Background: an optimization exercise with open tools, aiming at small area. Do not read the settings as production practice. At most, simulation tests tie the RTL to the original design; equivalence was not proved. Power and IR drop assume default switching activity. The clock port is modelled as an ideal driver; clocking choices that lean on that would not hold on a real chip.

## moving_average_mc
module moving_average_mc #(
  parameter int DATA_WIDTH      = 16,
  parameter int CHANNELS        = 4,
  parameter int MAX_WINDOW_LOG2 = 5,
  localparam int CW = (CHANNELS > 1) ? $clog2(CHANNELS) : 1,
  localparam int WW = $clog2(MAX_WINDOW_LOG2 + 1)
) (
  input  logic                  clk,
  input  logic                  reset,
  input  logic [DATA_WIDTH-1:0] input_data,
  input  logic [CW-1:0]         input_channel,
  input  logic                  enable,
  input  logic [WW-1:0]         window,
  output logic [DATA_WIDTH-1:0] output_data,
  output logic [CW-1:0]         output_channel,
  output logic                  output_data_valid,
  output logic                  output_primed
);
  localparam int L  = MAX_WINDOW_LOG2;
  localparam int MW = 1 << L;
  localparam int AW = DATA_WIDTH + L;
  localparam int FW = L + 1;
  logic [WW-1:0]                win_c, cur_win;
  logic                         clear;
  ...
For scale: roughly 2,200 flip-flops, about 44 I/O pins, about 73,000 µm² of cells after synthesis.
Settings: LEC_CHECK=0, CAP_MARGIN=20, CORE_MARGIN=2, CORE_UTILIZATION=60, CTS_BUF_LIST=sky130_fd_sc_hd__clkbuf_8 sky130_fd_sc_hd__clkbuf_16, CTS_CLUSTER_DIAMETER=50, CTS_CLUSTER_SIZE=20, SLEW_MARGIN=30; clock period 8.0 ns.
run.sh (not shown) runs the stock make flow with config.mk's settings and CLKGATE_MAP_FILE= SYNTH_SCRIPT=/design/flow/synth_recipe.tcl, a recipe that flattens the netlist after the stock synthesis.
Change:
CTS_BUF_LIST = sky130_fd_sc_hd__clkbuf_16   (was sky130_fd_sc_hd__clkbuf_8 sky130_fd_sc_hd__clkbuf_16)
CTS_CLUSTER_DIAMETER = 60   (was 50)
CTS_CLUSTER_SIZE = 25   (was 20)
=>
- The new run produced a clean layout
- final cell count drops by about 0.8%
- fmax climbs by 1.3%
- clock-buffer cell count drops by 31
- via count drops by 0.69%
- hold slack is better by 0.013 ns
- core utilization drops by 0.87 points
- global-route usage drops by 0.21 points
Function was not checked in any run of this note: the RTL went through the layout flow alone.

* * *

moving_average_mc, a different RTL version from the one above (not shown whole).
For scale: roughly 3100 cells after synthesis, roughly 44 I/O pins, about 72000 sq um of cells after synthesis.
Settings: LEC_CHECK=0, CAP_MARGIN=10, CORE_MARGIN=2, CORE_UTILIZATION=40, SLEW_MARGIN=10; clock period 8.0 ns.
standard.sh (not shown) runs the stock make flow with config.mk's settings and CLKGATE_MAP_FILE= SYNTH_SCRIPT=/design/flow/synth_recipe.tcl, a recipe that flattens the netlist after the stock synthesis.
==> flow/flow/run.sh <==
#!/bin/bash
# The standard layout, with clock tree synthesis told not to add dummy loads for balancing.
set -euo pipefail
cd "$(dirname "$0")/.."
export CTS_ARGS="-sink_clustering_enable -repair_clock_nets -sink_clustering_size 30 -sink_clustering_max_diameter 70 -buf_list sky130_fd_sc_hd__clkbuf_16 -dont_use_dummy_load"
bash standard.sh finish > standard.log 2>&1
Then changed:
==> flow/flow/run.sh (replaced) <==
#!/bin/bash
# The standard layout, with the smallest buffer on the ports and clock tree synthesis told not
# to add dummy loads for balancing.
set -euo pipefail
cd "$(dirname "$0")/.."
export BUFFER_PORTS_ARGS="-buffer_cell sky130_fd_sc_hd__buf_1"
export CTS_ARGS="-sink_clustering_enable -repair_clock_nets -sink_clustering_size 30 -sink_clustering_max_diameter 100 -buf_list sky130_fd_sc_hd__clkbuf_16 -dont_use_dummy_load"
bash standard.sh finish > standard.log 2>&1
--- a/flow/config.mk
+++ b/flow/config.mk
@@ -7,5 +7,5 @@
 export LEC_CHECK = 0
-export CAP_MARGIN = 10
+export CAP_MARGIN = 20
 export CORE_MARGIN = 2
 export CORE_UTILIZATION = 40
-export SLEW_MARGIN = 10
+export SLEW_MARGIN = 20
Result:
- sequential power is about the same
- worst setup slack is worse by 24 ps
- clock power falls by 9.7%
- cell count came out lower by 0.57%
- wire length is lower by 2.7%
- die area stays the same
- area after synthesis is unchanged
- register-to-register slack got worse by 240 ps
- critical path depth fell by 2
Then changed:
==> flow/flow/run.sh (replaced) <==
#!/bin/bash
# The standard layout, with the smallest buffer on the ports and clock tree synthesis told not
# to add dummy loads for balancing.
set -euo pipefail
cd "$(dirname "$0")/.."
export BUFFER_PORTS_ARGS="-buffer_cell sky130_fd_sc_hd__buf_1"
export CTS_ARGS="-sink_clustering_enable -repair_clock_nets -sink_clustering_size 34 -sink_clustering_max_diameter 70 -buf_list sky130_fd_sc_hd__clkbuf_16 -dont_use_dummy_load"
bash standard.sh finish > standard.log 2>&1
Result:
- The changed run finished with timing, DRC and antenna clean
- synthesized cell count is unchanged
- area after synthesis is unchanged
- die area stays the same
- setup slack got worse by 12 ps
- hold slack stays flat
- design area came out higher by 0.58%
- register-to-register slack stays flat
Then changed:
==> flow/flow/run.sh (replaced) <==
#!/bin/bash
# The standard layout, with clock tree synthesis told not to add dummy loads for balancing.
set -euo pipefail
cd "$(dirname "$0")/.."
export CTS_ARGS="-sink_clustering_enable -repair_clock_nets -sink_clustering_size 30 -sink_clustering_max_diameter 100 -buf_list sky130_fd_sc_hd__clkbuf_16 -dont_use_dummy_load"
bash standard.sh finish > standard.log 2>&1
First-iteration DRC count shrinks by 4.1%.
Clock-buffer cell count shrinks by 18.
Setup slack is worse by 72 ps.
Core utilization hardly moves.
Final area is about the same.
Sequential power is about the same.
Non-clock buffer count grows by 11.
Global-route usage grows by 0.34 points.
Final cell count barely changes.
Then changed:
==> flow/flow/run.sh (replaced) <==
#!/bin/bash
# The standard layout, with the smallest buffer on the ports and clock tree synthesis told not
# to add dummy loads for balancing.
set -euo pipefail
cd "$(dirname "$0")/.."
export BUFFER_PORTS_ARGS="-buffer_cell sky130_fd_sc_hd__buf_1"
export CTS_ARGS="-sink_clustering_enable -repair_clock_nets -sink_clustering_size 30 -sink_clustering_max_diameter 100 -buf_list sky130_fd_sc_hd__clkbuf_16 -dont_use_dummy_load"
bash standard.sh finish > standard.log 2>&1
--- a/flow/config.mk
+++ b/flow/config.mk
@@ -9,3 +9,3 @@
 export CORE_MARGIN = 2
-export CORE_UTILIZATION = 40
+export CORE_UTILIZATION = 50
 export SLEW_MARGIN = 20
The changed run finished with timing, DRC and antenna clean.
Worst setup slack is worse by 76 ps.
Final cell count falls by 8.7%.
Final area falls by 1.2%.
Non-clock buffer count falls by 17.
Register-to-register slack is worse by 190 ps.
Clock skew is about the same.
Utilization rises by 10 points.
Worst hold slack is worse by 27 ps.

* * *

the previous run:
The RTL this note starts from:
==> flow/design.v <==
module moving_average_mc #(
  parameter int DATA_WIDTH      = 16,
  parameter int CHANNELS        = 4,
  parameter int MAX_WINDOW_LOG2 = 5,
  localparam int CW = (CHANNELS > 1) ? $clog2(CHANNELS) : 1,
  localparam int WW = $clog2(MAX_WINDOW_LOG2 + 1)
) (
  input  logic                  clk,
  input  logic                  reset,
  input  logic [DATA_WIDTH-1:0] input_data,
  input  logic [CW-1:0]         input_channel,
  input  logic                  enable,
  input  logic [WW-1:0]         window,
  output logic [DATA_WIDTH-1:0] output_data,
  output logic [CW-1:0]         output_channel,
  output logic                  output_data_valid,
  output logic                  output_primed
);
  localparam int L  = MAX_WINDOW_LOG2;
  localparam int MW = 1 << L;
  localparam int AW = DATA_WIDTH + L;
  localparam int FW = L + 1;
  logic [WW-1:0]                win_c, cur_win;
  logic                         clear;
  logic [FW-1:0]                fill [CHANNELS];
  logic signed [AW-1:0]         acc  [CHANNELS];
  logic [DATA_WIDTH-1:0]        sr   [CHANNELS][MW];
  logic [FW-1:0]                eff_fill, new_fill;
  logic                         full;
  logic signed [DATA_WIDTH-1:0] x_old;
  logic signed [AW-1:0]         base, acc_new;
  logic [DATA_WIDTH-1:0]        avg;
  logic                         primed;
  logic                         v1, v2;
  logic [DATA_WIDTH-1:0]        s1_data, s2_data;
  logic [CW-1:0]                s1_ch, s2_ch;
  logic                         s1_primed, s2_primed;
  always_comb begin
    win_c    = (window > WW'(L)) ? WW'(L) : window;
    clear    = (win_c != cur_win);
    eff_fill = clear ? '0 : fill[input_channel];
    full     = eff_fill[win_c];
    x_old    = '0;
    for (int c = 0; c < CHANNELS; c++)
      for (int k = 0; k <= L; k++)
        if (input_channel == CW'(c) && win_c == WW'(k) && full)
          x_old = x_old | sr[c][(1 << k) - 1];
    base     = (eff_fill == '0) ? '0 : acc[input_channel];
    acc_new  = base + {{L{input_data[DATA_WIDTH-1]}}, input_data} - {{L{x_old[DATA_WIDTH-1]}}, x_old};
    new_fill = full ? eff_fill : eff_fill + FW'(1);
    primed   = new_fill[win_c];
    avg      = DATA_WIDTH'(acc_new >>> win_c);
  end
  always_ff @(posedge clk) begin
    for (int c = 0; c < CHANNELS; c++) begin
      if (enable && input_channel == CW'(c)) begin
        sr[c][0] <= input_data;
        for (int i = 1; i < MW; i++) sr[c][i] <= sr[c][i-1];
        acc[c] <= acc_new;
      end
    end
  end
  always_ff @(posedge clk or posedge reset) begin
    if (reset) begin
      cur_win <= '0;
      for (int c = 0; c < CHANNELS; c++) fill[c] <= '0;
    end else begin
      cur_win <= win_c;
      if (clear) begin
        for (int c = 0; c < CHANNELS; c++) fill[c] <= '0;
      end
      if (enable) fill[input_channel] <= new_fill;
    end
  end
  always_ff @(posedge clk) begin
    s1_data   <= avg;
    s1_ch     <= input_channel;
    s1_primed <= primed;
    s2_data   <= s1_data;
    s2_ch     <= s1_ch;
    s2_primed <= s1_primed;
  end
  always_ff @(posedge clk or posedge reset) begin
    if (reset) begin
      v1                <= 1'b0;
      v2                <= 1'b0;
      output_data_valid <= 1'b0;
      output_data       <= '0;
      output_channel    <= '0;
      output_primed     <= 1'b0;
    end else begin
      v1                <= enable;
      v2                <= v1;
      output_data_valid <= v2;
      if (v2) begin
        output_data    <= s2_data;
        output_channel <= s2_ch;
        output_primed  <= s2_primed;
      end
    end
  end
endmodule
clock: 8.0 ns
lec_check: 0
cap_margin: 20
core_margin: 2
core_utilization: 50
cts_buf_list: sky130_fd_sc_hd__clkbuf_16
cts_cluster_diameter: 70
cts_cluster_size: 30
gpl_timing_driven: 0
slew_margin: 20
run.sh (not shown) runs the stock make flow with config.mk's settings and CLKGATE_MAP_FILE= SYNTH_SCRIPT=/design/flow/synth_recipe.tcl, a recipe that flattens the netlist after the stock synthesis.
Stock flow here: none of the scripts above is used.
The following lists how the current run was set up differently from the previous run:
Settings: GPL_TIMING_DRIVEN: 0 -> unset; CORE_UTILIZATION: 50 -> 40.
==> comparison <==
- The current run was carried through to the last stage, and its layout satisfied the timing, design-rule and antenna checks.
- Looking only at power share of the clock group, and setting everything else aside, the lower value of the current run and the previous run goes to the current run.
- Of the current run and the previous run, the run reporting the higher total number of tap cells was the current run.
- Compared with the previous run, the current run shows a higher post-route worst setup slack.
- Count of inserted antenna diode cells sits lower in the current run than in the previous run.
- Comparing portion of the clock cycle consumed by the worst path in the final layout for the current run and the previous run, the smaller number came from the current run.

* * *

Setup of south:
moving_average_mc, a different RTL version from the one above (not shown whole).
Size: about 3000 cells after synthesis, about 2200 flip-flops, ~44 I/O pins, ~0.073 mm2 of cells after synthesis.
==> flow/config.mk <==
export PLATFORM = sky130hd
export DESIGN_NAME = moving_average_mc
export DESIGN_NICKNAME = moving_average_mc
export VERILOG_FILES = /design/flow/design.v
export SDC_FILE = /design/flow/constraint.sdc
export NUM_CORES = 4
export LEC_CHECK = 0
export CAP_MARGIN = 20
export CORE_MARGIN = 2
export CORE_UTILIZATION = 60
export CTS_BUF_LIST = sky130_fd_sc_hd__clkbuf_8
export CTS_CLUSTER_SIZE = 30
export SLEW_MARGIN = 20
==> flow/constraint.sdc <==
create_clock -name core_clock -period 8.0 [get_ports {clk}]
set_input_delay 1.6000 -clock core_clock [delete_from_list [all_inputs] [get_ports {clk}]]
set_output_delay 1.6000 -clock core_clock [all_outputs]
set_load 0.01 [all_outputs]
Although it ran to completion, south produced a layout that fails the final checks because of slew limit.
#### Input delta (north over south)
# south
export LEC_CHECK = 0
export CAP_MARGIN = 20
export CORE_MARGIN = 2
export CORE_UTILIZATION = 60
export CTS_BUF_LIST = sky130_fd_sc_hd__clkbuf_8
export CTS_CLUSTER_SIZE = 30
export SLEW_MARGIN = 20
create_clock -name core_clock -period 8.0 [get_ports {clk}]
# north
export LEC_CHECK = 0
export CAP_MARGIN = 20
export CORE_MARGIN = 2
export CORE_UTILIZATION = 40
export SLEW_MARGIN = 20
create_clock -name core_clock -period 8.0 [get_ports {clk}]
Results
Of north and south, just one finished clean: north. Diff south..north | fraction of synthesized area in multiplexers | unchanged. Looking at net switching power figure across both flows, north is the weaker of the two, with south ahead. When the final numbers for north and south were put side by side, the sequential share of layout area turned out to be greater in south. Compared north vs south, and number of nets in the layout is down in north. south -> north: leakage power summed over all cells decreased slightly. Where core area is concerned, south is better than north.

* * *

Setup of the reference run:
moving_average_mc with an RTL version that a note above also has.
Size in the first run: roughly 2200 flip-flops, about 44 I/O pins, roughly 72000 sq um of cells after synthesis.
Settings: LEC_CHECK=0, CAP_MARGIN=20, CORE_MARGIN=2, CORE_UTILIZATION=40, CTS_BUF_LIST=sky130_fd_sc_hd__clkbuf_16, CTS_CLUSTER_DIAMETER=70, CTS_CLUSTER_SIZE=30, SLEW_MARGIN=20; clock period 8.0 ns.
standard.sh (not shown) runs the stock make flow with config.mk's settings and CLKGATE_MAP_FILE= SYNTH_SCRIPT=/design/flow/synth_recipe.tcl, a recipe that flattens the netlist after the stock synthesis.
==> flow/flow/run.sh <==
#!/bin/bash
# The standard layout, with clock tree synthesis told not to add dummy loads for balancing.
set -euo pipefail
cd "$(dirname "$0")/.."
export CTS_ARGS="-sink_clustering_enable -repair_clock_nets -sink_clustering_size 30 -sink_clustering_max_diameter 70 -buf_list sky130_fd_sc_hd__clkbuf_16 -dont_use_dummy_load"
bash standard.sh finish > standard.log 2>&1
In summary, the reference run completed successfully, with a layout that passed the timing, design-rule and antenna checks.
The following lists how the trial run was set up differently from the reference run:
==> flow/run.sh (new file) <==
#!/bin/bash
# synth_recipe.tcl (not shown) runs the flow's synth.tcl, then flattens the netlist and writes it again
# the make line also repeats each setting of config.mk as NAME=value (left out here)
make -C /OpenROAD-flow-scripts/flow DESIGN_CONFIG=/design/flow/config.mk WORK_HOME=/design/flow/orfs CLKGATE_MAP_FILE= SYNTH_SCRIPT=/design/flow/synth_recipe.tcl finish
removed: flow/flow/run.sh
removed: flow/standard.sh
## What came out
The sum of met2 wire segment lengths after detailed routing on the trial run is in line with that on the reference run. In terms of wire length reported by the detailed router, the reference run and the trial run differ only marginally. As of the trial run, final non-filler cell total had risen slightly compared to the reference run. Global-route usage across the reference run and the trial run: no real change. The run showing the greater area growth from synthesis to layout is the trial run. The trial run vs. the reference run: clock latency on the worst-skew pair now sits higher, share of power burned in the clock network now sits higher, final critical path time including I/O delays and setup now sits higher, sequential share of layout area now sits lower.

* * *

== v6 ==
Another version of the RTL of moving_average_mc (not shown whole).
Size: about 2200 flip-flops, roughly 44 I/O pins.
Settings: LEC_CHECK=0, CAP_MARGIN=20, CORE_MARGIN=2, CORE_UTILIZATION=50, SLEW_MARGIN=20; clock period 8.0 ns.
==> flow/flow/run.sh <==
#!/bin/bash
# The standard layout, with the smallest buffer on the ports and clock tree synthesis told not
# to add dummy loads for balancing.
set -euo pipefail
cd "$(dirname "$0")/.."
export BUFFER_PORTS_ARGS="-buffer_cell sky130_fd_sc_hd__buf_1"
export CTS_ARGS="-sink_clustering_enable -repair_clock_nets -sink_clustering_size 30 -sink_clustering_max_diameter 100 -buf_list sky130_fd_sc_hd__clkbuf_16 -dont_use_dummy_load"
bash standard.sh finish > standard.log 2>&1
v6 | status: complete | timing, DRC, antenna: pass
The following lists how v7 was set up differently from v6:
Settings: a change of CORE_UTILIZATION from 50 to 40.
--- outcome ---
- [v7] minimum setup slack after placement fell 0.19 ns relative to v6
- On global-route usage, the higher figure sits with v6, not v7.
- Wire length of the first global-routing pass: v6 vs v7 — no meaningful difference

## what the ideal ports hide
The results above use ideal ports. As a check the final layouts listed here were re-extracted and re-timed, cells and wires unchanged.
Step 1 assumes that a clkbuf_16 drives the clock port and a buf_2 every other input.
Step 2 also shifts input and output timing later by t, the mid clock arrival at the registers, as if the neighbouring blocks saw the same clock.
Slacks: ideal ports / drivers / drivers and shift; pairs: ideal ports / drivers.
run | t (ns) | setup slack, ns | latest minus earliest clock arrival (ns) | worst register clock-pin slew, ns | cell pins on the clock port's net
the first run of note 1 | 0.852 | 0.378 / 0.367 / -0.485 | 0.042 / 0.042 | 0.08 / 0.08 | 1
the second run of note 1 | 0.823 | 0.479 / 0.479 / -0.344 | 0.050 / 0.049 | 0.09 / 0.09 | 1
the first run of note 2 | 0.802 | 1.210 / 1.145 / 0.343 | 0.116 / 0.116 | 0.10 / 0.10 | 1
the second run of note 2 | 0.796 | 1.186 / 1.141 / 0.344 | 0.083 / 0.083 | 0.12 / 0.12 | 1
the third run of note 2 | 0.803 | 1.174 / 1.118 / 0.314 | 0.102 / 0.101 | 0.12 / 0.12 | 1
the fourth run of note 2 | 0.782 | 1.102 / 1.017 / 0.234 | 0.079 / 0.079 | 0.11 / 0.11 | 1
the fifth run of note 2 | 0.758 | 1.026 / 1.072 / 0.314 | 0.073 / 0.073 | 0.11 / 0.11 | 1
the previous run | 0.831 | 0.158 / 0.210 / -0.620 | 0.046 / 0.045 | 0.11 / 0.11 | 1
the current run | 0.817 | 0.604 / 0.659 / -0.158 | 0.060 / 0.060 | 0.11 / 0.11 | 1
south | 1.008 | 1.056 / 1.078 / 0.070 | 0.058 / 0.058 | 0.07 / 0.07 | 1
north | 0.863 | 0.929 / 0.974 / 0.111 | 0.031 / 0.031 | 0.07 / 0.07 | 1
the reference run | 0.800 | 1.245 / 1.162 / 0.361 | 0.115 / 0.115 | 0.11 / 0.11 | 1
the trial run | 0.845 | 1.240 / 1.164 / 0.318 | 0.053 / 0.053 | 0.11 / 0.11 | 1
v6 | 0.782 | 1.107 / 1.156 / 0.374 | 0.066 / 0.066 | 0.12 / 0.12 | 1
v7 | 0.772 | 0.862 / 0.910 / 0.137 | 0.087 / 0.087 | 0.12 / 0.12 | 1
With both steps, setup timing fails in the first run of note 1, the second run of note 1, the previous run and the current run, where it was met with ideal ports. For south, which loses most, drivers alone change the setup slack by +0.022 ns; drivers and shift together by -0.986 ns.
